From an optimization exercise on the open Yosys and OpenROAD flow, aimed at small area, a short achievable clock period and few clock cycles; shortcuts taken in it are not production practice. In this exercise RTL edits were held to simulation tests only and were not proved equivalent to the original. Power and IR drop assume default switching activity.

[flow/constraint.sdc]
create_clock -name core_clock -period 11.0 [get_ports {clock}]
set_input_delay 2.2000 -clock core_clock [delete_from_list [all_inputs] [get_ports {clock}]]
set_output_delay 2.2000 -clock core_clock [all_outputs]
set_load 0.01 [all_outputs]
[flow/standard.sh]
#!/bin/bash
# synth_recipe.tcl (not shown) runs the flow's synth.tcl, then flattens the netlist and writes it again
# the make line also repeats each setting of config.mk as NAME=value (left out here)
make -C /OpenROAD-flow-scripts/flow DESIGN_CONFIG=/design/flow/config.mk WORK_HOME=/design/flow/orfs CLKGATE_MAP_FILE= SYNTH_SCRIPT=/design/flow/synth_recipe.tcl "${@:-finish}"
[flow/flow/run.sh]
#!/bin/bash
set -euo pipefail
bash standard.sh SETUP_SLACK_MARGIN=7 finish > standard_flow.log 2>&1
[flow/config.mk]
export PLATFORM = sky130hd
export DESIGN_NAME = rau_top
export DESIGN_NICKNAME = rau_top
export VERILOG_FILES = /design/flow/design.v
export SDC_FILE = /design/flow/constraint.sdc
export NUM_CORES = 4
export LEC_CHECK = 0
export CAP_MARGIN = 20
export CORE_MARGIN = 2
export CORE_UTILIZATION = 40
export SLEW_MARGIN = 20
[flow/design.v]
package rau_pkg;
   localparam logic [1:0] CMD_ADD = 2'd0;
   localparam logic [1:0] CMD_SUB = 2'd1;
   localparam logic [1:0] CMD_MUL = 2'd2;
   localparam logic [1:0] CMD_DIV = 2'd3;
   localparam logic [1:0] STAT_OK       = 2'd0;
   localparam logic [1:0] STAT_DIV_ZERO = 2'd1;
   localparam logic [1:0] STAT_OVERFLOW = 2'd2;
   localparam logic [1:0] MSTEP_N0  = 2'd0;
   localparam logic [1:0] MSTEP_N1  = 2'd1;
   localparam logic [1:0] MSTEP_DEN = 2'd2;
   typedef struct packed {
      logic [1:0]         cmd;
      logic signed [31:0] a_num;
      logic signed [31:0] a_den;
      logic signed [31:0] b_num;
      logic signed [31:0] b_den;
   } req_type;
   typedef struct packed {
      logic signed [31:0] res_num;
      logic signed [31:0] res_den;
      logic [1:0]         status;
   } rsp_type;
   typedef struct packed {
      logic       load;
      logic       mul_en;
      logic [1:0] mul_step;
      logic       combine;
      logic       gcd_init;
      logic       gcd_step;
      logic       g_load;
      logic       div_init;
      logic       div_step;
      logic       div_den;
      logic       emit;
   } ctrl_cmd_type;
   typedef struct packed {
      logic den_zero;
      logic gcd_done;
      logic div_last;
   } ctrl_stat_type;
endpackage
module rau_ctrl (
   input  logic                clock,
   input  logic                reset,
   input  logic                start,
   output logic                busy,
   input  rau_pkg::req_type    req_data,
   output logic                done,
   output logic                dz,
   output logic [64:0]         n,
   output logic [63:0]         d,
   output logic                n_flip,
   output logic                d_flip,
   input  logic                take
);
   localparam int R  = 4;            
   localparam int PW = 34;           
   localparam int W  = 38;           
   localparam int HW = W - R;        
   localparam logic [HW-1:0] KN = HW'(64'd20 * 64'h11111111);
   localparam logic [HW-1:0] KD = HW'(64'd10 * 64'h11111111);
   logic          full_ff, done_ff, dz_ff;
   logic          bv_ff, bdz_ff, bnf_ff, bdf_ff, xfer;
   logic [64:0]   bn_ff;
   logic [63:0]   bd_ff;
   logic [2:0]    cnt_ff;
   logic          ma_ff, mb_ff, mc_ff, ub_ff;
   logic [5:0]    ea_ff;
   logic [3:0]    ed_ff;
   logic [1:0]    eb_ff, ec_ff;
   logic [31:0]   an_ff, ad_ff;
   logic [31:0]   xa_ff, xb_ff, xc_ff;
   logic [HW-1:0] ns_ff, nc_ff, ds_ff, dc_ff;
   logic          nci_ff, dci_ff;
   logic          accept, is_mul, is_div, is_sub, sa_in, sc_in, step, last, dz_s;
   logic [2:0]    e_a0, e_a1, e_b0, e_b1, e_c0, e_c1;
   logic [2:0]    i_a0, i_a1, i_b0, i_b1, i_c0, i_c1;
   logic [W-1:0]  a0, a1, b0, b1, c0, c1, kn, kd;
   logic [W-1:0]  t1s, t1c, t2s, t2c, t3s, t3c, t4s, t4c, t5s, t5c;
   logic [W-1:0]  u1s, u1c, u2s, u2c, u3s, u3c;
   logic [R:0]    ln, ld;
   logic [HW-1:0] rn_s, rn_c, rd_s, rd_c, nh, dh;
   function automatic logic [2:0] benc(input logic [2:0] y, input logic m, input logic en);
      benc[2] = en && (y[1] ^ y[0]);
      benc[1] = en && ((y[2] & ~y[1] & ~y[0]) | (~y[2] & y[1] & y[0]));
      benc[0] = en && (y[2] ^ m);
   endfunction
   function automatic logic [W-1:0] bpp(input logic [31:0] x, input logic one,
                                        input logic two, input logic neg);
      logic [PW-1:0] xe, v;
      xe  = PW'(signed'(x));
      v   = ((one ? xe : '0) | (two ? (xe << 1) : '0)) ^ {PW{neg}};
      bpp = W'({~v[PW-1], v[PW-2:0]});
   endfunction
   function automatic logic [2*W-1:0] csa(input logic [W-1:0] x, input logic [W-1:0] y,
                                          input logic [W-1:0] z);
      logic [W-1:0] s, c;
      s   = x ^ y ^ z;
      c   = ((x & y) | (x & z) | (y & z)) << 1;
      csa = {s, c};
   endfunction
   function automatic logic [2*HW-1:0] csah(input logic [HW-1:0] x, input logic [HW-1:0] y,
                                            input logic [HW-1:0] z);
      logic [HW-1:0] s, c;
      s    = x ^ y ^ z;
      c    = ((x & y) | (x & z) | (y & z)) << 1;
      csah = {s, c};
   endfunction
   assign busy   = full_ff;
   assign accept = start && !full_ff;
   assign is_mul = (req_data.cmd == rau_pkg::CMD_MUL);
   assign is_div = (req_data.cmd == rau_pkg::CMD_DIV);
   assign is_sub = (req_data.cmd == rau_pkg::CMD_SUB);
   assign sa_in  = req_data.a_num[31] ^ (is_mul ? req_data.b_num[31] : req_data.b_den[31]);
   assign sc_in  = req_data.a_den[31] ^ (is_div ? req_data.b_num[31] : req_data.b_den[31]);
   assign step = full_ff && !done_ff;
   assign xfer = done_ff && (!bv_ff || take);
   assign last = (cnt_ff == 3'd7);
   assign dz_s = (cnt_ff == 3'd0) && ((ad_ff == '0) || (xc_ff == '0));
   assign i_a0 = benc({req_data.a_num[1:0], 1'b0}, sa_in, 1'b1);
   assign i_a1 = benc(req_data.a_num[3:1],         sa_in, 1'b1);
   assign i_b0 = benc({req_data.a_den[1:0], 1'b0}, sa_in ^ is_sub, !req_data.cmd[1]);
   assign i_b1 = benc(req_data.a_den[3:1],         sa_in ^ is_sub, !req_data.cmd[1]);
   assign i_c0 = benc({req_data.a_den[1:0], 1'b0}, sc_in, 1'b1);
   assign i_c1 = benc(req_data.a_den[3:1],         sc_in, 1'b1);
   assign e_a0 = benc(an_ff[5:3], ma_ff, 1'b1);
   assign e_a1 = benc(an_ff[7:5], ma_ff, 1'b1);
   assign e_b0 = benc(ad_ff[5:3], mb_ff, ub_ff);
   assign e_b1 = benc(ad_ff[7:5], mb_ff, ub_ff);
   assign e_c0 = benc(ad_ff[5:3], mc_ff, 1'b1);
   assign e_c1 = benc(ad_ff[7:5], mc_ff, 1'b1);
   assign a0 = bpp(xa_ff, ea_ff[5], ea_ff[4], ea_ff[3]);
   assign a1 = bpp(xa_ff, ea_ff[2], ea_ff[1], ea_ff[0]) << 2;
   assign b0 = bpp(xb_ff, ed_ff[3] & ub_ff, ed_ff[2] & ub_ff, eb_ff[1]);
   assign b1 = bpp(xb_ff, ed_ff[1] & ub_ff, ed_ff[0] & ub_ff, eb_ff[0]) << 2;
   assign c0 = bpp(xc_ff, ed_ff[3], ed_ff[2], ec_ff[1]);
   assign c1 = bpp(xc_ff, ed_ff[1], ed_ff[0], ec_ff[0]) << 2;
   assign kn = W'({ea_ff[0], 1'b0, ea_ff[3]}) + W'({eb_ff[0], 1'b0, eb_ff[1]});
   assign kd = W'({ec_ff[0], 1'b0, ec_ff[1]});
   assign {t1s, t1c} = csa(W'(ns_ff), W'(nc_ff), a0);
   assign {t2s, t2c} = csa(a1, b0, b1);
   assign {t3s, t3c} = csa(t1s, t1c, t2s);
   assign {t4s, t4c} = csa(t3s, t3c, t2c);
   assign {t5s, t5c} = csa(t4s, t4c, kn);
   assign ln = t5s[R-1:0] + t5c[R-1:0] + nci_ff;
   assign {u1s, u1c} = csa(W'(ds_ff), W'(dc_ff), c0);
   assign {u2s, u2c} = csa(u1s, u1c, c1);
   assign {u3s, u3c} = csa(u2s, u2c, kd);
   assign ld = u3s[R-1:0] + u3c[R-1:0] + dci_ff;
   assign {rn_s, rn_c} = csah(ns_ff, nc_ff, ~KN);
   assign {rd_s, rd_c} = csah(ds_ff, dc_ff, ~KD);
   assign nh = rn_s + {rn_c[HW-1:1], nci_ff} + 1'b1;
   assign dh = rd_s + {rd_c[HW-1:1], dci_ff} + 1'b1;
   always_ff @(posedge clock) begin
      if (reset) begin
         full_ff <= 1'b0;
         done_ff <= 1'b0;
      end else if (accept) begin
         full_ff <= 1'b1;
         done_ff <= 1'b0;
      end else if (xfer) begin
         full_ff <= 1'b0;
         done_ff <= 1'b0;
      end else if (step && (last || dz_s)) begin
         done_ff <= 1'b1;
      end
   end
   always_ff @(posedge clock) begin
      if (reset) begin
         bv_ff <= 1'b0;
      end else if (xfer) begin
         bv_ff <= 1'b1;
      end else if (take) begin
         bv_ff <= 1'b0;
      end
   end
   always_ff @(posedge clock) begin
      if (xfer) begin
         bn_ff  <= {nh[32:0], an_ff};
         bd_ff  <= {dh[31:0], ad_ff};
         bdz_ff <= dz_ff;
         bnf_ff <= ma_ff;
         bdf_ff <= mc_ff;
      end
   end
   always_ff @(posedge clock) begin
      if (!full_ff) begin
         an_ff  <= req_data.a_num;
         ad_ff  <= req_data.a_den;
         xa_ff  <= is_mul ? req_data.b_num : req_data.b_den;
         xb_ff  <= req_data.b_num;
         xc_ff  <= is_div ? req_data.b_num : req_data.b_den;
         ma_ff  <= sa_in;
         mb_ff  <= sa_in ^ is_sub;
         mc_ff  <= sc_in;
         ub_ff  <= !req_data.cmd[1];
         ea_ff  <= {i_a0, i_a1};
         ed_ff  <= {i_c0[2:1], i_c1[2:1]};
         eb_ff  <= {i_b0[0], i_b1[0]};
         ec_ff  <= {i_c0[0], i_c1[0]};
         ns_ff  <= '0;
         nc_ff  <= '0;
         ds_ff  <= '0;
         dc_ff  <= '0;
         nci_ff <= 1'b0;
         dci_ff <= 1'b0;
         cnt_ff <= '0;
      end else if (step) begin
         an_ff  <= {ln[R-1:0], an_ff[31:R]};
         ad_ff  <= {ld[R-1:0], ad_ff[31:R]};
         ea_ff  <= {e_a0, e_a1};
         ed_ff  <= {e_c0[2:1], e_c1[2:1]};
         eb_ff  <= {e_b0[0], e_b1[0]};
         ec_ff  <= {e_c0[0], e_c1[0]};
         ns_ff  <= t5s[W-1:R];
         nc_ff  <= t5c[W-1:R];
         ds_ff  <= u3s[W-1:R];
         dc_ff  <= u3c[W-1:R];
         nci_ff <= ln[R];
         dci_ff <= ld[R];
         cnt_ff <= cnt_ff + 1'b1;
         if (cnt_ff == 3'd0) dz_ff <= dz_s;
      end
   end
   assign done   = bv_ff;
   assign dz     = bdz_ff;
   assign n      = bn_ff;
   assign d      = bd_ff;
   assign n_flip = bnf_ff;
   assign d_flip = bdf_ff;
endmodule
module rau_datapath (
   input  logic             clock,
   input  logic             reset,
   input  logic             in_valid,
   input  logic             in_dz,
   input  logic [64:0]      in_n,
   input  logic [63:0]      in_d,
   input  logic             in_n_flip,
   input  logic             in_d_flip,
   output logic             take,
   output logic             rsp_valid,
   output rau_pkg::rsp_type rsp_data
);
   localparam int MS = 4;            
   localparam int CW = 33;           
   logic          busy_ff, abs_ff, dz_ff, tv_ff, nneg_ff, dneg_ff;
   logic [63:0]   u_ff, v_ff;
   logic [32:0]   t_ff;
   logic [CW-1:0] m11_ff, m12_ff, m21_ff, m22_ff;
   logic          rsp_valid_ff;
   rau_pkg::rsp_type rsp_ff;
   logic          uo, vo, ge, u_zero, t_hit, fin, load;
   logic [64:0]   s1, s2;
   logic [63:0]   xu, xv, ku, kv, un, vn;
   logic          u_en, v_en, c1_sh, c2_sh, c1_add, c2_add;
   logic [CW-1:0] sum1, sum2;
   logic [31:0]   enc_n, enc_d;
   logic          fits_n, fits_d;
   function automatic logic [63:0] shr(input logic [63:0] x, input logic [63:0] k);
      if (k[1])      shr = {1'b0, x[63:1]};
      else if (k[2]) shr = {2'b0, x[63:2]};
      else if (k[3]) shr = {3'b0, x[63:3]};
      else           shr = {4'b0, x[63:4]};
   endfunction
   function automatic logic [CW-1:0] shl(input logic [CW-1:0] x, input logic [63:0] k);
      if (k[1])      shl = {x[CW-2:0], 1'b0};
      else if (k[2]) shl = {x[CW-3:0], 2'b0};
      else if (k[3]) shl = {x[CW-4:0], 3'b0};
      else           shl = {x[CW-5:0], 4'b0};
   endfunction
   assign uo = u_ff[0];
   assign vo = v_ff[0];
   logic        cge;
   rau_csub #(.W(64)) u_csub (.a(u_ff), .b(v_ff), .amb(s1[63:0]), .bma(s2[63:0]), .age(cge));
   assign s1[64] = !cge;
   assign s2[64] = 1'b0;
   assign ge = cge;
   assign u_zero = (u_ff == '0);
   assign t_hit  = tv_ff && (((u_ff[63:33] == '0) && (u_ff[32:0] < t_ff)) ||
                             ((v_ff[63:33] == '0) && (v_ff[32:0] < t_ff)));
   assign fin    = busy_ff && (dz_ff || (!abs_ff && (u_zero || t_hit)));
   assign load   = in_valid && (!busy_ff || fin);
   assign take   = (load && !(in_n[64] && !in_dz)) || (busy_ff && abs_ff);
   assign xu = uo ? s1[63:0] : u_ff;
   assign xv = vo ? s2[63:0] : v_ff;
   assign ku = (!uo && !vo) ? (u_ff | v_ff) : xu;
   assign kv = (!uo && !vo) ? (u_ff | v_ff) : xv;
   assign un = shr(xu, ku);
   assign vn = shr(xv, kv);
   assign u_en   = !uo || (vo && ge);
   assign v_en   = !vo || (uo && !ge);
   assign c1_sh  = u_en && vo;            
   assign c2_sh  = v_en && uo;
   assign c2_add = uo && vo && ge;        
   assign c1_add = uo && vo && !ge;       
   assign sum1   = m11_ff + m12_ff;
   assign sum2   = m21_ff + m22_ff;
   always_ff @(posedge clock) begin
      if (reset) begin
         busy_ff <= 1'b0;
      end else if (load) begin
         busy_ff <= 1'b1;
      end else if (fin) begin
         busy_ff <= 1'b0;
      end
   end
   always_ff @(posedge clock) begin
      if (load) begin
         u_ff    <= in_n[63:0];
         v_ff    <= (in_n[64] && !in_dz) ? 64'd0 : in_d;
         nneg_ff <= in_n[64] ^ in_n_flip;
         dneg_ff <= in_d_flip;
         abs_ff  <= in_n[64] && !in_dz;
         dz_ff   <= in_dz;
         tv_ff   <= 1'b0;
         m11_ff  <= CW'(1);
         m12_ff  <= '0;
         m21_ff  <= '0;
         m22_ff  <= CW'(1);
      end else if (busy_ff && abs_ff) begin
         u_ff <= s2[63:0];
         v_ff <= in_d;
         abs_ff <= 1'b0;
      end else if (busy_ff && !fin) begin
         if (u_en) u_ff <= un;
         if (v_en) v_ff <= vn;
         if (!tv_ff && (uo || vo)) begin
            t_ff  <= ge ? u_ff[63:31] : v_ff[63:31];
            tv_ff <= 1'b1;
         end
         if (c1_sh) begin
            m11_ff <= shl(m11_ff, xu);
            m21_ff <= shl(m21_ff, xu);
         end else if (c1_add) begin
            m11_ff <= sum1;
            m21_ff <= sum2;
         end
         if (c2_sh) begin
            m12_ff <= shl(m12_ff, xv);
            m22_ff <= shl(m22_ff, xv);
         end else if (c2_add) begin
            m12_ff <= sum1;
            m22_ff <= sum2;
         end
      end
   end
   assign fits_n = (m12_ff[CW-1:32] == '0) && (!m12_ff[31] || (nneg_ff && (m12_ff[30:0] == '0)));
   assign fits_d = (m22_ff[CW-1:32] == '0) && (!m22_ff[31] || (dneg_ff && (m22_ff[30:0] == '0)));
   assign enc_n  = nneg_ff ? (32'd0 - m12_ff[31:0]) : m12_ff[31:0];
   assign enc_d  = dneg_ff ? (32'd0 - m22_ff[31:0]) : m22_ff[31:0];
   always_ff @(posedge clock) begin
      if (reset) begin
         rsp_valid_ff <= 1'b0;
      end else begin
         rsp_valid_ff <= fin;
      end
   end
   always_ff @(posedge clock) begin
      if (dz_ff) begin
         rsp_ff.res_num <= '0;
         rsp_ff.res_den <= 32'sd1;
         rsp_ff.status  <= rau_pkg::STAT_DIV_ZERO;
      end else if (!u_zero || !fits_n || !fits_d) begin
         rsp_ff.res_num <= '0;
         rsp_ff.res_den <= 32'sd1;
         rsp_ff.status  <= rau_pkg::STAT_OVERFLOW;
      end else begin
         rsp_ff.res_num <= enc_n;
         rsp_ff.res_den <= enc_d;
         rsp_ff.status  <= rau_pkg::STAT_OK;
      end
   end
   assign rsp_valid = rsp_valid_ff;
   assign rsp_data  = rsp_ff;
endmodule
module rau_csub #(
   parameter int W = 64
) (
   input  logic [W-1:0] a,
   input  logic [W-1:0] b,
   output logic [W-1:0] amb,
   output logic [W-1:0] bma,
   output logic         age
);
   localparam int L = $clog2(W);
   logic [W-1:0] g [L+1];
   logic [W-1:0] p [L+1];
   logic [W-1:0] hp;
   logic [W:0]   c0, c1;
   assign hp   = a ^ ~b;
   assign g[0] = a & ~b;
   assign p[0] = hp;
   for (genvar l = 0; l < L; l++) begin : g_lvl
      for (genvar i = 0; i < W; i++) begin : g_bit
         if (i >= (1 << l)) begin : g_op
            assign g[l+1][i] = g[l][i] | (p[l][i] & g[l][i - (1 << l)]);
            assign p[l+1][i] = p[l][i] & p[l][i - (1 << l)];
         end else begin : g_pass
            assign g[l+1][i] = g[l][i];
            assign p[l+1][i] = p[l][i];
         end
      end
   end
   assign c0 = {g[L], 1'b0};
   assign c1 = {g[L] | p[L], 1'b1};
   assign amb = hp ^ c1[W-1:0];
   assign bma = ~(hp ^ c0[W-1:0]);
   assign age = c1[W];
endmodule
module rational_arith_unit #(
   parameter int WORD_BITS = 32
) (
   input  logic    clock,
   input  logic    reset,
   input  logic    start,
   output logic    busy,
   input  rau_pkg::req_type req_data,
   output logic    rsp_valid,
   output rau_pkg::rsp_type rsp_data
);
   logic        f_done, f_dz, f_n_flip, f_d_flip, take;
   logic [64:0] f_n;
   logic [63:0] f_d;
   rau_ctrl u_front (
      .clock    (clock),
      .reset    (reset),
      .start    (start),
      .busy     (busy),
      .req_data (req_data),
      .done     (f_done),
      .dz       (f_dz),
      .n        (f_n),
      .d        (f_d),
      .n_flip   (f_n_flip),
      .d_flip   (f_d_flip),
      .take     (take)
   );
   rau_datapath u_reduce (
      .clock     (clock),
      .reset     (reset),
      .in_valid  (f_done),
      .in_dz     (f_dz),
      .in_n      (f_n),
      .in_d      (f_d),
      .in_n_flip (f_n_flip),
      .in_d_flip (f_d_flip),
      .take      (take),
      .rsp_valid (rsp_valid),
      .rsp_data  (rsp_data)
   );
endmodule
module rau_top (
   input  logic        clock,
   input  logic        reset,
   input  logic        start,
   output logic        busy,
   input  logic [1:0]  req_cmd,
   input  logic [31:0] req_a_num,
   input  logic [31:0] req_a_den,
   input  logic [31:0] req_b_num,
   input  logic [31:0] req_b_den,
   output logic        rsp_valid,
   output logic [31:0] rsp_num,
   output logic [31:0] rsp_den,
   output logic [1:0]  rsp_status
);
   rau_pkg::req_type req_data;
   rau_pkg::rsp_type rsp_data;
   assign req_data.cmd   = req_cmd;
   assign req_data.a_num = req_a_num;
   assign req_data.a_den = req_a_den;
   assign req_data.b_num = req_b_num;
   assign req_data.b_den = req_b_den;
   rational_arith_unit u_rau (
      .clock     (clock),
      .reset     (reset),
      .start     (start),
      .busy      (busy),
      .req_data  (req_data),
      .rsp_valid (rsp_valid),
      .rsp_data  (rsp_data)
   );
   assign rsp_num    = rsp_data.res_num;
   assign rsp_den    = rsp_data.res_den;
   assign rsp_status = rsp_data.status;
endmodule
==> results of run 1 <==
-- state kept, by name, indices dropped and copies added, names as in the netlist, 3 cells and up --
signal and flops:
u_rau.u_front.nc_ff 34, u_rau.u_front.ns_ff 33, u_rau.u_front.xc_ff 32, u_rau.u_reduce.t_ff 33, u_rau.u_reduce.m22_ff 33, u_rau.u_reduce.v_ff 64, u_rau.u_reduce.m12_ff 33, u_rau.u_front.ad_ff 32
u_rau.u_reduce.u_ff 64, u_rau.u_reduce.m21_ff 33, u_rau.u_front.ds_ff 32, u_rau.u_front.dc_ff 32, u_rau.u_front.an_ff 32, u_rau.u_reduce.rsp_ff 66, u_rau.u_front.bn_ff 65, u_rau.u_front.xa_ff 32
u_rau.u_front.xb_ff 32, u_rau.u_front.ed_ff 4, u_rau.u_front.bd_ff 64, u_rau.u_reduce.m11_ff 33, u_rau.u_front.ea_ff 6, u_rau.u_front.cnt_ff 3
-- metrics by stage --
step / hold slack [ps] / instances / util
after detailed placement: 415 / 9561 / 0.426
final: 420 / 10151 / 0.503
after floorplan: 346 / 7599 / -
after global placement: 417 / 9561 / 0.426
after CTS: 429 / 9949 / 0.477
after global routing: 449 / 10149 / 0.503
-- logic make-up after synthesis --
kind of cell / share of synthesized area
adders and majority gates: 0.140
and+or+nand+nor: 0.128
buffers and inverters: 0.0646
muxes: 0.0710
xor gates and xnor gates: 0.0662
DFF: 0.317
AOI/OAI and AO/OA: 0.213
-- where the power goes --
part	internal, W	leakage, nW	total [W]	switching, W
clock	0.00212	1.72	0.00364	0.00152
combinational	0.00292	23.9	0.00664	0.00372
sequential	0.00368	7.28	0.00414	0.000464
-- how the worst max path moves through the flow --
stage	from	to
after floorplan	u_rau.u_reduce.v_ff[0]	u_rau.u_reduce.u_ff[0]
after global placement	u_rau.u_reduce.u_ff[0]	u_rau.u_reduce.u_ff[58]
after detailed placement	u_rau.u_reduce.u_ff[0]	u_rau.u_reduce.u_ff[58]
after CTS	u_rau.u_front.ub_ff	u_rau.u_front.an_ff[31]
after global routing	u_rau.u_front.ub_ff	u_rau.u_front.an_ff[31]
final	u_rau.u_front.ed_ff[2]	u_rau.u_front.an_ff[31]
-- cells in the final DEF (no fill, tap or decap), drive strengths merged, types with 60 or more instances in the layout --
cell type and n:
nand2 718, nor2 702, a21oi 624, inv 587, edfxtp 476, buf 446
ha 418, dfxtp 340, o21ai 335, mux2i 304, xor2 263, xnor2 240
a22oi 214, fa 204, clkdlybuf4s50 200, a211oi 180, o211ai 163, mux2 149
clkbuf 143, a21o 104, nor3 98, nand3 83, a31oi 68, nand4 61
nor4 60
-- metal layers --
| layer | vias up | part of all wire | GRT usage |
|---|---|---|---|
| met4 | 10 | 0.071 | 0.164 |
| met3 | 943 | 0.12 | 0.0686 |
| met5 | - | 0.00024 | 0 |
| li1 | 27913 | - | - |
| met1 | 30609 | 0.40 | 0.419 |
| met2 | 4062 | 0.41 | 0.452 |
-- layout make-up --
cell class	instances	area, um^2
antenna	2	5.00
fill	15121	81900
timing repair buffer	685	7890
tap	2189	2740
multi-input combinational	5688	45400
sequential	816	21100
clock buffer	122	2710
inverter	579	2260
timing repair inverter	4	37.5
clock inverter	66	855
-- worst reg2reg max path: stages (launching register included) --
cell and delay [ps]:
edfxtp_1 450, buf_12 180, and2_4 170, buf_12 140
a22oi_2 200, xor2_1 120, fa_1 490, inv_1 50
fa_1 490, inv_2 40, fa_1 500, inv_1 50
fa_1 540, ha_4 230, xnor2_1 120, mux2_2 270
-- repair_timing --
item | in CTS | in global routing
pin swaps | 80 | 246
cloned | 44 | 31
resized for setup | 531 | 484
setup endpoints to repair | 596 | 543
buffers inserted | 156 | 169
==> reports/metrics.cfg, run 1 <==
[floorplan]
placementRows=149
die_w_um=412
coreArea_um2=165000
die_h_um=412
io_pins=201
dieArea_um2=170000
start_util=0.403

[critical_path]
path_max_fanout=8
crit_path_cell_trace=buf_12, and2_4, buf_12, a22oi_2, xor2_1, fa_1, inv_1, fa_1, inv_2, fa_1, inv_1, fa_1, ha_4, xnor2_1, mux2_2
r2r_start=u_rau.u_front.ed_ff[2]
crit_slowest_cell=fa_1
rrSetupSlack_ps=6720
regToRegEndpoint=u_rau.u_front.an_ff[31]
critical_path.top_delay_family=adder cells
crit_path_max_incr_delay_ps=540
crit_required_ps=11510
path_common_cell=fa_1
endpoint_kind=flop
path_depth=15
critical_path_class=reg -> reg
critPathBufInv=5
r2r_cells=15
startpoint_type=flop
crit_arrival_ps=4790

[route]
antenna_left=0
dr.pass1.iters=7
wl_mm=278
detailroute.via_count=63537
drt_iter0_markers=8193
viasPerCell=6.26
wl_per_cell_um=27.4
drc=0

[synthesis]
synth_area_per_cell_um2=8.75
synth_cell_types=102
synth_ff_type=edfxtp_1
synth.most_common_cell=nand2_1
ys_ff_latch=816
syn_inst=7599
yosys-top-cells-count=718 x nand2_1, 701 x nor2_1, 619 x a21oi_1
yosysTopAreaCell=edfxtp_1
synthTopCellsByArea=edfxtp_1 21%, dfxtp_1 10%, ha_1 7.9%
synth_area_um2=66500
synthArstFlopShare=0
ys_seq_area_frac=0.317
synth.top_cell.area_share=0.215
ys_warn_count=5
synth_edf_count=476
syn_nets=8354

[worst_hold_path]
hold_start=u_rau.u_front.an_ff[2]
holdPathEnd=u_rau.u_front.bn_ff[2]
hold_depth=0
worstHoldPathType=reg -> reg

[clock_network]
cts.reportedPaths.clkPinSlew_ps=60
insertion_delay_ps=800
ctsHoldBuffers=0
cts_tree=built
cts_sinks=816
h-tree-depth=3
clk_path_buf_depth=3
numCtsBuffers=101
cts_root_buf=clkbuf_16

[global_route]
grt_pass1_wl_mm=393
grt_usage=0.307
antenna_found_initial=8
grt_max_degree=130
grt_overflow_total=0
first_global_vias=58569

[sta]
slew_viol_final=0
final.setup.tns_ps=0
slew_headroom=0.220
rsz0062_at_grt=true
worst_slack_ps=6720
hold_viol=0
min_period_over_period=0.389
fmax_ghz=0.234
tightest_slew_ps=1170
finalCriticalPeriod_ps=4280
fin_skew_ps=61.4
finalSetupViolations=0

[placement]
globalplace.congestion=1.15
place_hpwl_mm=188
dpl_cell_area_um2=70200
post-place-ws_ps=5200
portBuffers=200

[cells_and_area]
drive_above_1_share=0.180
areaGrowthSynthToFinish_pct=24.8
design_area_um2=83000
num-nets-final=8630

[job]
max_cap_viol_count=0

[power]
total_power_w=0.0144
p_per_area_nw_per_um2=174
p_leak_nw=32.9
peakVddDrop_uv=152

[status]
status=finished clean

Testbench counts, summed over its fixed seeds: cycles 35,837.
==> run 2, diff against run 1 <==
==> flow/flow/run.sh (replaced) <==
#!/bin/bash
set -euo pipefail
bash standard.sh SETUP_SLACK_MARGIN=7 cts > standard_flow_cts.log 2>&1
bash standard.sh SETUP_SLACK_MARGIN=6.3 finish > standard_flow_finish.log 2>&1
==> run 2 against run 1 <==
Compared with the run above: power decreased by 0.51%; final area fell by 5.2%; largest power group unchanged; critical path depth fell by 2; fmax shrank 0.48%; highest routed layer unchanged.
==> reports/metrics.cfg, run 2 <==
[status]
status=finished clean

[route]
dr.pass1.iters=7  ; unchanged
drt_iter0_markers=7583  ; -7.4%
drc=0  ; unchanged
viasPerCell=6.20  ; -0.90%
detailroute.via_count=61729  ; -2.8%
antenna_left=0  ; unchanged
wl_mm=266  ; -4.3%
wl_per_cell_um=26.8  ; -2.3%

[floorplan]
die_w_um=412  ; unchanged
placementRows=149  ; unchanged
die_h_um=412  ; unchanged
io_pins=201  ; unchanged
coreArea_um2=165000  ; unchanged
dieArea_um2=170000  ; unchanged
start_util=0.403  ; unchanged

[cells_and_area]
final_cells=9952  ; -2.0%
largest_reg_flops=66  ; unchanged
top_regs=u_rau.u_reduce.rsp_ff (66), u_rau.u_front.bn_ff (65)
most-common-layout-cells=698 x nand2_1, 680 x nor2_1, 591 x a21oi_1
areaGrowthSynthToFinish_pct=18.3
n_fill_cell=15606  ; +3.2%
num-nets-final=8430  ; -2.3%
mostFrequentLayoutCell=nand2_1
regMostFlops=u_rau.u_reduce.rsp_ff
drive_above_1_share=0.127  ; -0.0528

[sta]
finalSetupViolations=0  ; unchanged
hold_viol=0  ; unchanged
slew_viol_final=0  ; unchanged
slew_headroom=0.240  ; +0.0201
rsz0062_at_grt=false
fmax_ghz=0.232  ; -0.48%
finalCriticalPeriod_ps=4300  ; +20.7 ps
final.setup.tns_ps=0  ; unchanged
tightest_slew_ps=1140  ; -30.1 ps
min_period_over_period=0.391  ; +0.00188
fin_skew_ps=56.2  ; -5.16 ps

[worst_hold_path]
worstHoldPathType=reg -> reg

[clock_network]
cts.reportedPaths.clkPinSlew_ps=60  ; about the same
numCtsBuffers=101  ; unchanged
cts_root_buf=clkbuf_16
cts_sinks=816  ; unchanged
clk_path_buf_depth=3  ; unchanged
insertion_delay_ps=790  ; about the same
h-tree-depth=3  ; unchanged
cts_tree=built

[power]
total_power_w=0.0143  ; -0.51%
p_leak_nw=31.3  ; -5.0%
peakVddDrop_uv=152  ; -0.30%
p_per_area_nw_per_um2=182  ; +5.0%

[job]
max_cap_viol_count=0  ; unchanged

[synthesis]
synthTopCellsByArea=edfxtp_1 21%, dfxtp_1 10%, ha_1 7.9%
synth_area_um2=66500  ; unchanged
synth.top_cell.area_share=0.215  ; unchanged
synth.most_common_cell=nand2_1
syn_inst=7599  ; unchanged
synth_edf_count=476  ; unchanged
synth_area_per_cell_um2=8.75  ; unchanged
synth_cell_types=102  ; unchanged
ys_seq_area_frac=0.317  ; unchanged
yosysTopAreaCell=edfxtp_1
yosys-top-cells-count=718 x nand2_1, 701 x nor2_1, 619 x a21oi_1
ys_ff_latch=816  ; unchanged
synth_ff_type=edfxtp_1
ys_warn_count=5  ; unchanged
synthArstFlopShare=0  ; unchanged
syn_nets=8354  ; unchanged

[global_route]
met3_usage=0.0686  ; unchanged
grt.met1_usage=0.419  ; unchanged
first_global_vias=58569  ; unchanged
grt_max_degree=130  ; unchanged
grt_pass1_wl_mm=393  ; unchanged
grt_usage=0.307  ; unchanged
grt_overflow_total=0  ; unchanged
gr-usage-met2=0.452  ; unchanged
grt-busiest-layer=met2
antenna_found_initial=6  ; -2

[critical_path]
startpoint_type=flop
critical_path.top_delay_family=compound AO/OA/AOI/OAI gates
path_max_fanout=8  ; unchanged
crit_path_max_incr_delay_ps=510  ; -30 ps
crit_required_ps=11580  ; +70 ps
crit_slowest_cell=edfxtp_1
crit_path_cell_trace=ha_1, a21oi_1, o21ai_1, a221oi_1, o21ai_0, a31oi_2, buf_4, xnor2_2, a21oi_2, a221oi_1, mux2i_1, a21oi_1, nor2_1
critPathBufInv=1  ; -4
endpoint_kind=flop
crit_arrival_ps=4880  ; +90 ps
critical_path_class=reg -> reg

[placement]
place_hpwl_mm=188  ; unchanged
globalplace.congestion=1.15  ; unchanged
portBuffers=200  ; unchanged
dpl.cell_count=9561  ; unchanged

[run 2: cell counts after synthesis]
No cell type changed its count.
[run 2: stage by stage]
step	setup slack [ps]	hold WS, ps	utilization	area [um^2]
5_1_grt	6570	449	0.477	78700
2_1_floorplan	6140	346	-	66800
4_1_cts	6720	429	0.477	78700
6_report	6700	419	0.477	78700
3_3_place_gp	5150	417	0.426	70200
3_5_place_dp	5200	415	0.426	70200
[run 2: logic make-up (layout without fill, tap and decap cells)]
| family | count (synthesis) | count (layout) | synth area share |
|---|---|---|---|
| AO/OA/AOI/OAI | 2155 | 2157 | 0.213 |
| AND/OR/NAND/NOR | 1946 | 1949 | 0.128 |
| buffers and inverters | 1104 | 1260 | 0.0646 |
| flip-flops | 816 | 816 | 0.317 |
| adder cells (fa/ha/maj) | 622 | 622 | 0.140 |
| XOR/XNOR | 503 | 503 | 0.0662 |
| multiplexers | 453 | 453 | 0.0710 |
| other | 0 | 3 | 0 |
[run 2: repair_timing]
item                                   CTS  global route
setup endpoints to repair              596             0
setup buffers                          156             0
gates resized for setup                531             0
hold buffers                             0             0
endpoints found under the hold margin    0             0
[run 2: path summary, 6_finish.rpt]
| check | from | endpoint | slack [ps] | depth (start not counted) |
|---|---|---|---|---|
| setup reg to reg | u_rau.u_reduce.u_ff[26] | u_rau.u_reduce.v_ff[26] | 6700 | 13 |
| hold reg to reg | u_rau.u_front.an_ff[2] | u_rau.u_front.bn_ff[2] | 420 | 0 |
| setup / recovery | u_rau.u_reduce.u_ff[26] | u_rau.u_reduce.v_ff[26] | 6700 | 13 |
| hold / removal | u_rau.u_front.an_ff[2] | u_rau.u_front.bn_ff[2] | 420 | 0 |
[run 2: worst reg2reg max path: stages (launching register included)]
cell	delay, ps
edfxtp_1	510
ha_1	470
a21oi_1	360
o21ai_1	260
a221oi_1	300
o21ai_0	230
a31oi_2	400
buf_4	200
xnor2_2	130
a21oi_2	470
a221oi_1	170
mux2i_1	230
a21oi_1	110
nor2_1	250
[run 2: report_power, final]
group / total [W] / switching [W] / internal [W]
Clock: 0.00363 / 0.00151 / 0.00212
Sequential: 0.00414 / 0.000461 / 0.00368
Combinational: 0.00658 / 0.00369 / 0.00289
Total: 0.0143 / 0.00566 / 0.00869
[run 2: layout make-up]
class | count | area [um^2] | area share
Timing Repair inverter | 3 | 26.3 | 0.000334
Sequential cell | 816 | 21100 | 0.268
Inverter | 579 | 2230 | 0.0283
Clock inverter | 66 | 855 | 0.0109
Multi-Input combinational cell | 5684 | 43300 | 0.551
Antenna cell | 3 | 7.51 | 0.0000954
Timing Repair Buffer | 490 | 5710 | 0.0725
Clock buffer | 122 | 2710 | 0.0344
Tap cell | 2189 | 2740 | 0.0348
[run 2: layer usage]
| metal | part of all wire | routed length [um] |
|---|---|---|
| met1 | 0.41 | 109000 |
| met2 | 0.42 | 111000 |
| met3 | 0.10 | 27900 |
| met4 | 0.066 | 17400 |
| met5 | 0.00016 | 42 |
==> run 3, diff against run 2 <==
--- a/flow/design.v
+++ b/flow/design.v
@@ -67,2 +67,3 @@
    logic [2:0]    cnt_ff;
+   logic [R-1:0]  nls_ff, nlc_ff, dls_ff, dlc_ff;    
    logic          ma_ff, mb_ff, mc_ff, ub_ff;
@@ -82,3 +83,3 @@
    logic [R:0]    ln, ld;
-   logic [HW-1:0] rn_s, rn_c, rd_s, rd_c, nh, dh;
+   logic [W-1:0]  rn_s, rn_c, rd_s, rd_c, nf, df;
    function automatic logic [2:0] benc(input logic [2:0] y, input logic m, input logic en);
@@ -102,9 +103,2 @@
    endfunction
-   function automatic logic [2*HW-1:0] csah(input logic [HW-1:0] x, input logic [HW-1:0] y,
-                                            input logic [HW-1:0] z);
-      logic [HW-1:0] s, c;
-      s    = x ^ y ^ z;
-      c    = ((x & y) | (x & z) | (y & z)) << 1;
-      csah = {s, c};
-   endfunction
    assign busy   = full_ff;
@@ -118,4 +112,4 @@
    assign xfer = done_ff && (!bv_ff || take);
-   assign last = (cnt_ff == 3'd7);
-   assign dz_s = (cnt_ff == 3'd0) && ((ad_ff == '0) || (xc_ff == '0));
+   assign last  = (cnt_ff == 3'd7);
+   assign dz_s  = (cnt_ff == 3'd0) && ((ad_ff == '0) || (xc_ff == '0));
    assign i_a0 = benc({req_data.a_num[1:0], 1'b0}, sa_in, 1'b1);
@@ -145,3 +139,3 @@
    assign {t5s, t5c} = csa(t4s, t4c, kn);
-   assign ln = t5s[R-1:0] + t5c[R-1:0] + nci_ff;
+   assign ln = nls_ff + nlc_ff + nci_ff;
    assign {u1s, u1c} = csa(W'(ds_ff), W'(dc_ff), c0);
@@ -149,7 +143,7 @@
    assign {u3s, u3c} = csa(u2s, u2c, kd);
-   assign ld = u3s[R-1:0] + u3c[R-1:0] + dci_ff;
-   assign {rn_s, rn_c} = csah(ns_ff, nc_ff, ~KN);
-   assign {rd_s, rd_c} = csah(ds_ff, dc_ff, ~KD);
-   assign nh = rn_s + {rn_c[HW-1:1], nci_ff} + 1'b1;
-   assign dh = rd_s + {rd_c[HW-1:1], dci_ff} + 1'b1;
+   assign ld = dls_ff + dlc_ff + dci_ff;
+   assign {rn_s, rn_c} = csa({ns_ff, nls_ff}, {nc_ff, nlc_ff}, ~{KN, 4'b0});
+   assign {rd_s, rd_c} = csa({ds_ff, dls_ff}, {dc_ff, dlc_ff}, ~{KD, 4'b0});
+   assign nf = rn_s + {rn_c[W-1:1], nci_ff} + 1'b1;
+   assign df = rd_s + {rd_c[W-1:1], dci_ff} + 1'b1;
    always_ff @(posedge clock) begin
@@ -179,4 +173,4 @@
       if (xfer) begin
-         bn_ff  <= {nh[32:0], an_ff};
-         bd_ff  <= {dh[31:0], ad_ff};
+         bn_ff  <= {nf[R+32:0], an_ff[31:R]};
+         bd_ff  <= {df[R+31:0], ad_ff[31:R]};
          bdz_ff <= dz_ff;
@@ -207,2 +201,6 @@
          dci_ff <= 1'b0;
+         nls_ff <= '0;
+         nlc_ff <= '0;
+         dls_ff <= '0;
+         dlc_ff <= '0;
          cnt_ff <= '0;
@@ -211,10 +209,2 @@
          ad_ff  <= {ld[R-1:0], ad_ff[31:R]};
-         ea_ff  <= {e_a0, e_a1};
-         ed_ff  <= {e_c0[2:1], e_c1[2:1]};
-         eb_ff  <= {e_b0[0], e_b1[0]};
-         ec_ff  <= {e_c0[0], e_c1[0]};
-         ns_ff  <= t5s[W-1:R];
-         nc_ff  <= t5c[W-1:R];
-         ds_ff  <= u3s[W-1:R];
-         dc_ff  <= u3c[W-1:R];
          nci_ff <= ln[R];
@@ -223,2 +213,16 @@
          if (cnt_ff == 3'd0) dz_ff <= dz_s;
+         begin
+            ea_ff  <= {e_a0, e_a1};
+            ed_ff  <= {e_c0[2:1], e_c1[2:1]};
+            eb_ff  <= {e_b0[0], e_b1[0]};
+            ec_ff  <= {e_c0[0], e_c1[0]};
+            ns_ff  <= t5s[W-1:R];
+            nc_ff  <= t5c[W-1:R];
+            ds_ff  <= u3s[W-1:R];
+            dc_ff  <= u3c[W-1:R];
+            nls_ff <= t5s[R-1:0];
+            nlc_ff <= t5c[R-1:0];
+            dls_ff <= u3s[R-1:0];
+            dlc_ff <= u3c[R-1:0];
+         end
       end
@@ -255,3 +259,4 @@
    logic [64:0]   s1, s2;
-   logic [63:0]   xu, xv, ku, kv, un, vn;
+   logic [63:0]   xu, xv, ush, vsh, s1sh, s2sh, u_d, v_d;
+   logic          stp, absc, u_ce, v_ce;
    logic          u_en, v_en, c1_sh, c2_sh, c1_add, c2_add;
@@ -287,6 +292,14 @@
    assign xv = vo ? s2[63:0] : v_ff;
-   assign ku = (!uo && !vo) ? (u_ff | v_ff) : xu;
-   assign kv = (!uo && !vo) ? (u_ff | v_ff) : xv;
-   assign un = shr(xu, ku);
-   assign vn = shr(xv, kv);
+   assign ush  = shr(u_ff, vo ? u_ff : (u_ff | v_ff));
+   assign vsh  = shr(v_ff, uo ? v_ff : (u_ff | v_ff));
+   assign s1sh = shr(s1[63:0], s1[63:0]);
+   assign s2sh = shr(s2[63:0], s2[63:0]);
+   assign stp  = busy_ff && !abs_ff && !fin;
+   assign absc = busy_ff && abs_ff;
+   assign u_d  = ({64{load}} & in_n[63:0]) | ({64{absc}} & s2[63:0]) |
+                 ({64{stp && uo}} & s1sh) | ({64{stp && !uo}} & ush);
+   assign v_d  = ({64{load}} & ((in_n[64] && !in_dz) ? 64'd0 : in_d)) | ({64{absc}} & in_d) |
+                 ({64{stp && vo}} & s2sh) | ({64{stp && !vo}} & vsh);
+   assign u_ce = load || absc || (stp && (!uo || (vo && ge)));
+   assign v_ce = load || absc || (stp && (!vo || (uo && !ge)));
    assign u_en   = !uo || (vo && ge);
@@ -309,5 +322,5 @@
    always_ff @(posedge clock) begin
+      if (u_ce) u_ff <= u_d;
+      if (v_ce) v_ff <= v_d;
       if (load) begin
-         u_ff    <= in_n[63:0];
-         v_ff    <= (in_n[64] && !in_dz) ? 64'd0 : in_d;
          nneg_ff <= in_n[64] ^ in_n_flip;
@@ -322,8 +335,4 @@
       end else if (busy_ff && abs_ff) begin
-         u_ff <= s2[63:0];
-         v_ff <= in_d;
          abs_ff <= 1'b0;
       end else if (busy_ff && !fin) begin
-         if (u_en) u_ff <= un;
-         if (v_en) v_ff <= vn;
          if (!tv_ff && (uo || vo)) begin
==> flow/flow/run.sh (replaced) <==
#!/bin/bash
set -euo pipefail
bash standard.sh SETUP_SLACK_MARGIN=7 cts > standard_flow_cts.log 2>&1
bash standard.sh SETUP_SLACK_MARGIN=6.4 finish > standard_flow_finish.log 2>&1
==> run 3 against run 2 <==
Compared with the run above: power fell by 4.9%; combinational power fell by 8.2%; non-clock buffer count rose by 57; fmax fell by 1.9%; utilization rose by 0.44 points; via count rose by 1.7%; still clean on timing, DRC and antenna; critical path type unchanged; critical endpoint is now u_rau.u_reduce.m21_ff[32]; first-iteration DRC count fell by 13%; synthesized area rose by 2.7%; critical path depth rose by 4; global-route usage fell by 0.14 points.
==> reports/metrics.cfg, run 3 <==
[cells_and_area]
final_cells=10273  ; +3.2%
num-nets-final=8731  ; +3.6%
largest_reg_flops=66  ; unchanged
drive_above_1_share=0.132  ; +0.00506
areaGrowthSynthToFinish_pct=19.5
n_fill_cell=15800  ; +1.2%
regMostFlops=u_rau.u_reduce.rsp_ff
top_regs=u_rau.u_reduce.rsp_ff (66), u_rau.u_front.bn_ff (65)
most-common-layout-cells=849 x nor2_1, 595 x inv_1, 584 x a21oi_1
mostFrequentLayoutCell=nor2_1

[placement]
post-place-ws_ps=5130  ; -78.0 ps
globalplace.congestion=1.01  ; -12%
place_hpwl_mm=192  ; +2.6%
dpl.cell_count=9851  ; +3.0%
portBuffers=200  ; unchanged

[synthesis]
ys_warn_count=5  ; unchanged
synth_cell_types=89  ; -13%
syn_nets=8622  ; +3.2%
ys_seq_area_frac=0.311  ; -0.00583
synthAdderAreaFrac=0.139  ; -0.00111
synth_ff_type=edfxtp_1
synth_area_um2=68300  ; +2.7%
synth-compound-area-share=0.216  ; +0.00272
synthSimpleGateAreaFrac=0.121  ; -0.00620
synth.top_cell.area_share=0.208  ; -0.00695
synth_edf_count=473  ; -0.63%
synth_top_family_by_area=compound AO/OA/AOI/OAI gates
ys_ff_latch=826  ; +1.2%
synth_xor_area_frac=0.0674  ; +0.00121
syn_inst=7853  ; +3.3%
synthArstFlopShare=0  ; unchanged
synth.most_common_cell=nor2_1
synthTopCellsByArea=edfxtp_1 21%, dfxtp_1 10%, ha_1 7.9%
yosysTopAreaCell=edfxtp_1
yosys-top-cells-count=877 x nor2_1, 631 x a21oi_1, 608 x inv_1
synthMuxAreaShare=0.0801  ; +0.00911
synth_area_per_cell_um2=8.70  ; -0.63%

[route]
drc=0  ; unchanged
viasPerCell=6.11  ; -1.5%
drt_iter0_markers=6579  ; -13%
antenna_left=0  ; unchanged
wl_mm=273  ; +2.5%
wl_per_cell_um=26.6  ; -0.67%
dr.pass1.iters=10  ; +3
detailroute.via_count=62751  ; +1.7%

[worst_hold_path]
hold_start=u_rau.u_front.dz_ff
worstHoldPathType=reg -> reg

[clock_network]
cts_root_buf=clkbuf_16
cts.reportedPaths.clkPinSlew_ps=60  ; about the same
ctsHoldBuffers=0  ; unchanged
h-tree-depth=3  ; unchanged
clk_path_buf_depth=3  ; unchanged
cts_tree=built
cts_sinks=826  ; +1.2%
numCtsBuffers=104  ; +3.0%
insertion_delay_ps=800  ; about the same

[sta]
worst_slack_ps=6610  ; -85.0 ps
hold_viol=0  ; unchanged
finalSetupViolations=0  ; unchanged
fmax_ghz=0.228  ; -1.9%
final.setup.tns_ps=0  ; unchanged
fin_skew_ps=46.9  ; -9.29 ps
min_period_over_period=0.399  ; +0.00773
finalCriticalPeriod_ps=4390  ; +85.0 ps
hold_slack_ps=434  ; +14.6 ps
slew_viol_final=0  ; unchanged
slew_headroom=0.200  ; -0.0399
rsz0062_at_grt=false
tightest_slew_ps=1190  ; +51.8 ps

[power]
p_leak_nw=32.6  ; +4.2%
peakVddDrop_uv=146  ; -4.1%
p_per_area_nw_per_um2=167  ; -8.3%

[global_route]
met3_usage=0.0483  ; -0.0202
grt_max_degree=107  ; -18%
grt.met1_usage=0.386  ; -0.0331
first_global_vias=60533  ; +3.4%
antenna_found_initial=6  ; unchanged
grt_overflow_total=0  ; unchanged
grt_pass1_wl_mm=402  ; +2.3%
grt-busiest-layer=met2
grt_usage=0.306  ; -0.00136
gr-usage-met2=0.484  ; +0.0323

[floorplan]
die_h_um=417  ; +1.3%
dieArea_um2=174000  ; +2.7%
die_w_um=417  ; +1.3%
placementRows=151  ; +1.3%
start_util=0.403  ; about the same
io_pins=201  ; unchanged
coreArea_um2=169000  ; +2.7%

[critical_path]
rrSetupSlack_ps=6610  ; -80 ps
setup.worst_path.start=u_rau.u_reduce.v_ff[5]
crit_path_cell_trace=inv_1, ha_2, nand2_1, or4_4, o21bai_4, a221o_2, a2111oi_4, buf_6, o31ai_4, buf_6, nor3b_4, buf_12, a22oi_2, buf_4, buf_12, or4_1, a31oi_1
crit_arrival_ps=5090  ; +210 ps
critical_path_class=reg -> reg
critical_path.top_delay_family=simple AND/OR/NAND/NOR gates
path_max_fanout=7  ; -1
path_depth=17  ; +4
endpoint_kind=flop
crit_required_ps=11700  ; +120 ps
crit_slowest_cell=or4_4
endpoint=u_rau.u_reduce.m21_ff[32]
startpoint_type=flop
r2r_start=u_rau.u_reduce.v_ff[5]
r2r_cells=17  ; +4
crit_path_max_incr_delay_ps=620  ; +110 ps
critPathBufInv=6  ; +5
regToRegEndpoint=u_rau.u_reduce.m21_ff[32]

[status]
status=finished clean

[job]
max_cap_viol_count=0  ; unchanged

run 3: cell types whose count changed after synthesis, moves of 17 or more:
cell | previous run | this run
and3_1 | 32 | 14
nor3_1 | 98 | 115
a211oi_1 | 180 | 324
nand2_1 | 718 | 531
o21a_1 | 52 | 34
mux2i_1 | 304 | 371
buf_2 | 41 | 21
inv_1 | 576 | 608
a31oi_1 | 68 | 36
a221oi_1 | 34 | 53
o211ai_1 | 159 | 97
o21ai_0 | 311 | 414
clkbuf_1 | 390 | 449
nor2_1 | 701 | 877
run 3: report_power, final:
group | internal [W] | switching, W | total (W)
combinational | 0.00261 | 0.00343 | 0.00604
sequential | 0.00364 | 0.000283 | 0.00393
clock | 0.00215 | 0.00153 | 0.00368
run 3: area by class of cell:
| cell class | count | area [um^2] | area share |
|---|---|---|---|
| multi-input combinational | 5871 | 44800 | 0.549 |
| sequential | 826 | 21300 | 0.261 |
| timing repair buffer | 547 | 6770 | 0.0830 |
| clock buffer | 129 | 2800 | 0.0343 |
| tap | 2218 | 2780 | 0.0340 |
| inverter | 611 | 2350 | 0.0288 |
| clock inverter | 68 | 818 | 0.0100 |
| timing repair inverter | 1 | 16.3 | 0.000199 |
| antenna | 2 | 5.00 | 0.0000613 |
run 3: repair_timing:
item,CTS,global route
endpoints found under the setup margin,640,0
gates resized for setup,567,0
buffers inserted,156,0
run 3: kinds of logic (layout without fill, tap and decap cells):
kind of cell               count (synthesis)  after routing
AOI/OAI and AO/OA                       2267           2267
xor gates and xnor gates                 526            526
adders and majority gates                636            636
buffers and inverters                   1159           1356
DFF                                      826            826
muxes                                    527            527
other                                      0              2
and+or+nand+nor                         1912           1915
run 3: stage by stage:
stage	cell area, um^2	power (W)	util
4_1_cts	81600	0.0138	0.481
3_3_place_gp	72400	0.00979	0.427
5_1_grt	81600	0.0148	0.482
6_report	81600	0.0136	0.482
3_5_place_dp	72400	0.00997	0.427
2_1_floorplan	68500	0.00836	-
run 3: metal layers:
layer,share of wire,vias up,wire length (um)
li1,-,28534,-
met2,0.45,2884,123000
met5,0.000095,-,26
met4,0.078,2,21300
met1,0.40,30485,109000
met3,0.070,846,19100
run 3: worst min-delay path by stage:
stage / cells after the start / slack (ps) / end
after floorplan: 0 / 400 / u_rau.u_front.bdz_ff
after global placement: 0 / 410 / u_rau.u_front.bdz_ff
after detailed placement: 0 / 410 / u_rau.u_front.bdz_ff
after CTS: 0 / 420 / u_rau.u_front.bdz_ff
after global routing: 0 / 450 / u_rau.u_front.bdz_ff
final: 0 / 430 / u_rau.u_front.bdz_ff
Testbench counts of run 3, summed over its fixed seeds: cycles 35,837.
==> run 4, diff against run 3 <==
==> flow/flow/run.sh (replaced) <==
#!/bin/bash
set -euo pipefail
bash standard.sh SETUP_SLACK_MARGIN=7 finish > standard_flow.log 2>&1
==> run 4 against run 3 <==
Compared with the run above: via count up 1.8%; synthesized area unchanged; first-iteration DRC count up 9.5%; final cell count up 0.99%; flip-flop and latch count unchanged; die area unchanged; synthesized cell count unchanged; routed wire length up 2.7%; setup slack better by 18 ps; power up 0.64%; clock power about the same; sequential share of layout area down 0.82 points; critical path type unchanged.
==> reports/metrics.cfg, run 4 <==
[global_route]
grt_max_degree=107  ; unchanged
grt_overflow_total=0  ; unchanged
antenna_found_initial=7  ; +1
grt_usage=0.306  ; unchanged
first_global_vias=60533  ; unchanged
grt_pass1_wl_mm=402  ; unchanged

[clock_network]
cts_sinks=826  ; unchanged
h-tree-depth=3  ; unchanged
clk_path_buf_depth=3  ; unchanged
cts_root_buf=clkbuf_16
numCtsBuffers=104  ; unchanged
cts_tree=built
ctsHoldBuffers=0  ; unchanged
cts.reportedPaths.clkPinSlew_ps=60  ; about the same
insertion_delay_ps=800  ; about the same

[route]
drt_iter0_markers=7205  ; +9.5%
viasPerCell=6.16  ; +0.77%
antenna_left=0  ; unchanged
drc=0  ; unchanged
wl_mm=280  ; +2.7%
dr.pass1.iters=8  ; -2
wl_per_cell_um=27.0  ; +1.7%
detailroute.via_count=63863  ; +1.8%

[sta]
final.setup.tns_ps=0  ; unchanged
slew_headroom=0.201  ; +0.000559
finalSetupViolations=0  ; unchanged
slew_viol_final=0  ; unchanged
finalCriticalPeriod_ps=4370  ; -18.3 ps
worst_slack_ps=6630  ; +18.3 ps
tightest_slew_ps=1190  ; -0.833 ps
hold_viol=0  ; unchanged
hold_slack_ps=433  ; -0.945 ps
min_period_over_period=0.397  ; -0.00166
fin_skew_ps=47.7  ; +0.757 ps
fmax_ghz=0.229  ; +0.42%
rsz0062_at_grt=true

[synthesis]
synth_cell_types=89  ; unchanged
synth_edf_count=473  ; unchanged
yosysTopAreaCell=edfxtp_1
synth_xor_area_frac=0.0674  ; unchanged
synth_top_family_by_area=compound AO/OA/AOI/OAI gates
synthSimpleGateAreaFrac=0.121  ; unchanged
synth_ff_type=edfxtp_1
syn_nets=8622  ; unchanged
ys_warn_count=5  ; unchanged
ys_ff_latch=826  ; unchanged
synthTopCellsByArea=edfxtp_1 21%, dfxtp_1 10%, ha_1 7.9%
synthArstFlopShare=0  ; unchanged
syn_inst=7853  ; unchanged
ys_seq_area_frac=0.311  ; unchanged
synth_area_per_cell_um2=8.70  ; unchanged
synth.top_cell.area_share=0.208  ; unchanged
synthAdderAreaFrac=0.139  ; unchanged
synth.most_common_cell=nor2_1
yosys-top-cells-count=877 x nor2_1, 631 x a21oi_1, 608 x inv_1
synth_area_um2=68300  ; unchanged
synth-compound-area-share=0.216  ; unchanged
synthMuxAreaShare=0.0801  ; unchanged

[critical_path]
rrSetupSlack_ps=6630  ; +20 ps
path_max_fanout=6  ; -1
critPathBufInv=10  ; +4
regToRegEndpoint=u_rau.u_reduce.m21_ff[22]
crit_arrival_ps=5030  ; -60 ps
path_common_cell=buf_6
critical_path.top_delay_family=buffers and inverters
crit_slowest_cell=or4_4
endpoint_kind=flop
crit_required_ps=11660  ; -40 ps
startpoint_type=flop
critical_path_class=reg -> reg
r2r_cells=22  ; +5
r2r_start=u_rau.u_reduce.u_ff[0]
crit_path_max_incr_delay_ps=540  ; -80 ps
crit_path_cell_trace=buf_12, inv_12, ha_4, or4_4, or4_4, o21bai_4, a221o_2, a2111oi_4, buf_6, o31ai_4, buf_6, buf_6, buf_12, buf_4, nand3b_1, buf_6, buf_6, buf_16, a211oi_4, nor3_2, a21oi_1, nor2_1

[cells_and_area]
drive_above_1_share=0.166  ; +0.0335
most-common-layout-cells=829 x nor2_1, 593 x inv_1, 555 x a21oi_1
num-nets-final=8827  ; +1.1%
regMostFlops=u_rau.u_reduce.rsp_ff
mostFrequentLayoutCell=nor2_1
top_regs=u_rau.u_reduce.rsp_ff (66), u_rau.u_front.bn_ff (65)
largest_reg_flops=66  ; unchanged
areaGrowthSynthToFinish_pct=23.3

[power]
p_leak_nw=33.6  ; +3.2%
peakVddDrop_uv=148  ; +1.4%
total_power_w=0.0137  ; +0.64%
p_per_area_nw_per_um2=163  ; -2.5%

[worst_hold_path]
holdPathEnd=u_rau.u_front.bdz_ff
hold_start=u_rau.u_front.dz_ff
hold_depth=0  ; unchanged
worstHoldPathType=reg -> reg

[floorplan]
coreArea_um2=169000  ; unchanged
placementRows=151  ; unchanged
die_w_um=417  ; unchanged
start_util=0.403  ; unchanged
dieArea_um2=174000  ; unchanged
io_pins=201  ; unchanged
die_h_um=417  ; unchanged

[placement]
globalplace.congestion=1.01  ; unchanged
post-place-ws_ps=5130  ; unchanged
place_hpwl_mm=192  ; unchanged
portBuffers=200  ; unchanged

[job]
max_cap_viol_count=0  ; unchanged

[status]
status=finished clean

-- run 4: cell families after synthesis --
logic type | after synthesis
AO/OA/AOI/OAI | 2267
XOR/XNOR | 526
adder cells (fa/ha/maj) | 636
buffers and inverters | 1159
flip-flops | 826
multiplexers | 527
AND/OR/NAND/NOR | 1912
-- run 4: power breakdown --
group / leakage [nW] / internal, W / switching [W]
registers: 7.39 / 0.00364 / 0.000287
logic: 24.5 / 0.00265 / 0.00346
clock network: 1.74 / 0.00215 / 0.00154
-- run 4: timing repair --
item	CTS	global route
resized for setup	567	374
gates cloned	67	19
pin swaps	114	105
endpoints found under the setup margin	640	625
buffers inserted	156	77
-- run 4: how the worst max path moves through the flow --
stage                                        from                   endpoint  cells after the start
after CTS                  u_rau.u_reduce.v_ff[3]    u_rau.u_reduce.u_ff[19]                     19
after floorplan           u_rau.u_reduce.u_ff[10]     u_rau.u_front.bd_ff[0]                     14
after global routing      u_rau.u_reduce.v_ff[42]   u_rau.u_reduce.m21_ff[5]                     20
after global placement     u_rau.u_reduce.v_ff[2]  u_rau.u_reduce.m21_ff[32]                     14
final                      u_rau.u_reduce.u_ff[0]  u_rau.u_reduce.m21_ff[22]                     22
after detailed placement   u_rau.u_reduce.u_ff[2]  u_rau.u_reduce.m21_ff[32]                     14
-- run 4: layer usage --
layer,share of wire,wire (um),GRT usage
met3,0.078,21900,0.0483
met2,0.45,126000,0.484
met5,0.000082,23,0
met4,0.078,21900,0.204
met1,0.39,110000,0.386
-- run 4: cell type report --
class	count	area [um^2]
fillers	15601	85200
multi-input cells	5871	46100
flip-flops and latches	826	21300
repair buffers	642	8040
clock buffers	129	2800
well taps	2218	2780
inverters	611	2360
clock inverters	68	818
repair inverters	2	27.5
diodes	8	20.0
-- run 4: worst register-to-register path, cell delays in order, from the launching register on --
cell and delay [ps]:
edfxtp_1 440, buf_12 180, inv_12 50, ha_4 200, or4_4 540, or4_4 470, o21bai_4 220, a221o_2 220
a2111oi_4 40, buf_6 150, o31ai_4 180, buf_6 150, buf_6 100, buf_12 100, buf_4 120, nand3b_1 140
buf_6 220, buf_6 160, buf_16 160, a211oi_4 170, nor3_2 60, a21oi_1 150, nor2_1 60
-- run 4: stage by stage --
| stage | area, um^2 | utilization | std cells |
|---|---|---|---|
| after floorplan | 68500 | - | 7853 |
| after global placement | 72400 | 0.427 | 9849 |
| after detailed placement | 72400 | 0.427 | 9851 |
| after CTS | 81600 | 0.481 | 10271 |
| after global routing | 84200 | 0.497 | 10368 |
| final | 84300 | 0.497 | 10375 |

## port drivers added, routing unchanged
No port has a modelled driver above. Below, the same layouts with a new extraction and two added sets of constraints. Step 1 (the two cells are an assumption about what drives the block):
set clk [get_ports {clock}]
set_driving_cell -lib_cell sky130_fd_sc_hd__clkbuf_16 $clk
set_driving_cell -lib_cell sky130_fd_sc_hd__buf_2 [delete_from_list [all_inputs] $clk]
Step 2 times the ports against the registers' clock, not the clock port: input delays grow and output delays shrink by t, the midpoint of the rising clock arrivals with the driver on. Slacks: ideal / step 1 / step 2; pairs: ideal / step 1.
| run | t, ns | setup WS [ns] | worst setup path at the end | latest minus earliest clock arrival (ns) | pins driven straight from the clock port |
|---|---|---|---|---|---|
| run 1 | 0.853 | 6.718 / 6.718 / 6.321 | input to register | 0.062 / 0.062 | 1 |
| run 2 | 0.851 | 6.698 / 6.698 / 6.266 | input to register | 0.057 / 0.057 | 1 |
| run 3 | 0.856 | 6.613 / 6.613 / 6.164 | input to register | 0.048 / 0.048 | 1 |
| run 4 | 0.861 | 6.631 / 6.631 / 6.320 | input to register | 0.050 / 0.051 | 1 |
After both steps setup and hold are still met in every run listed. For run 3, which loses most, drivers alone change the setup slack by 0.000 ns; drivers and shift together by -0.449 ns.
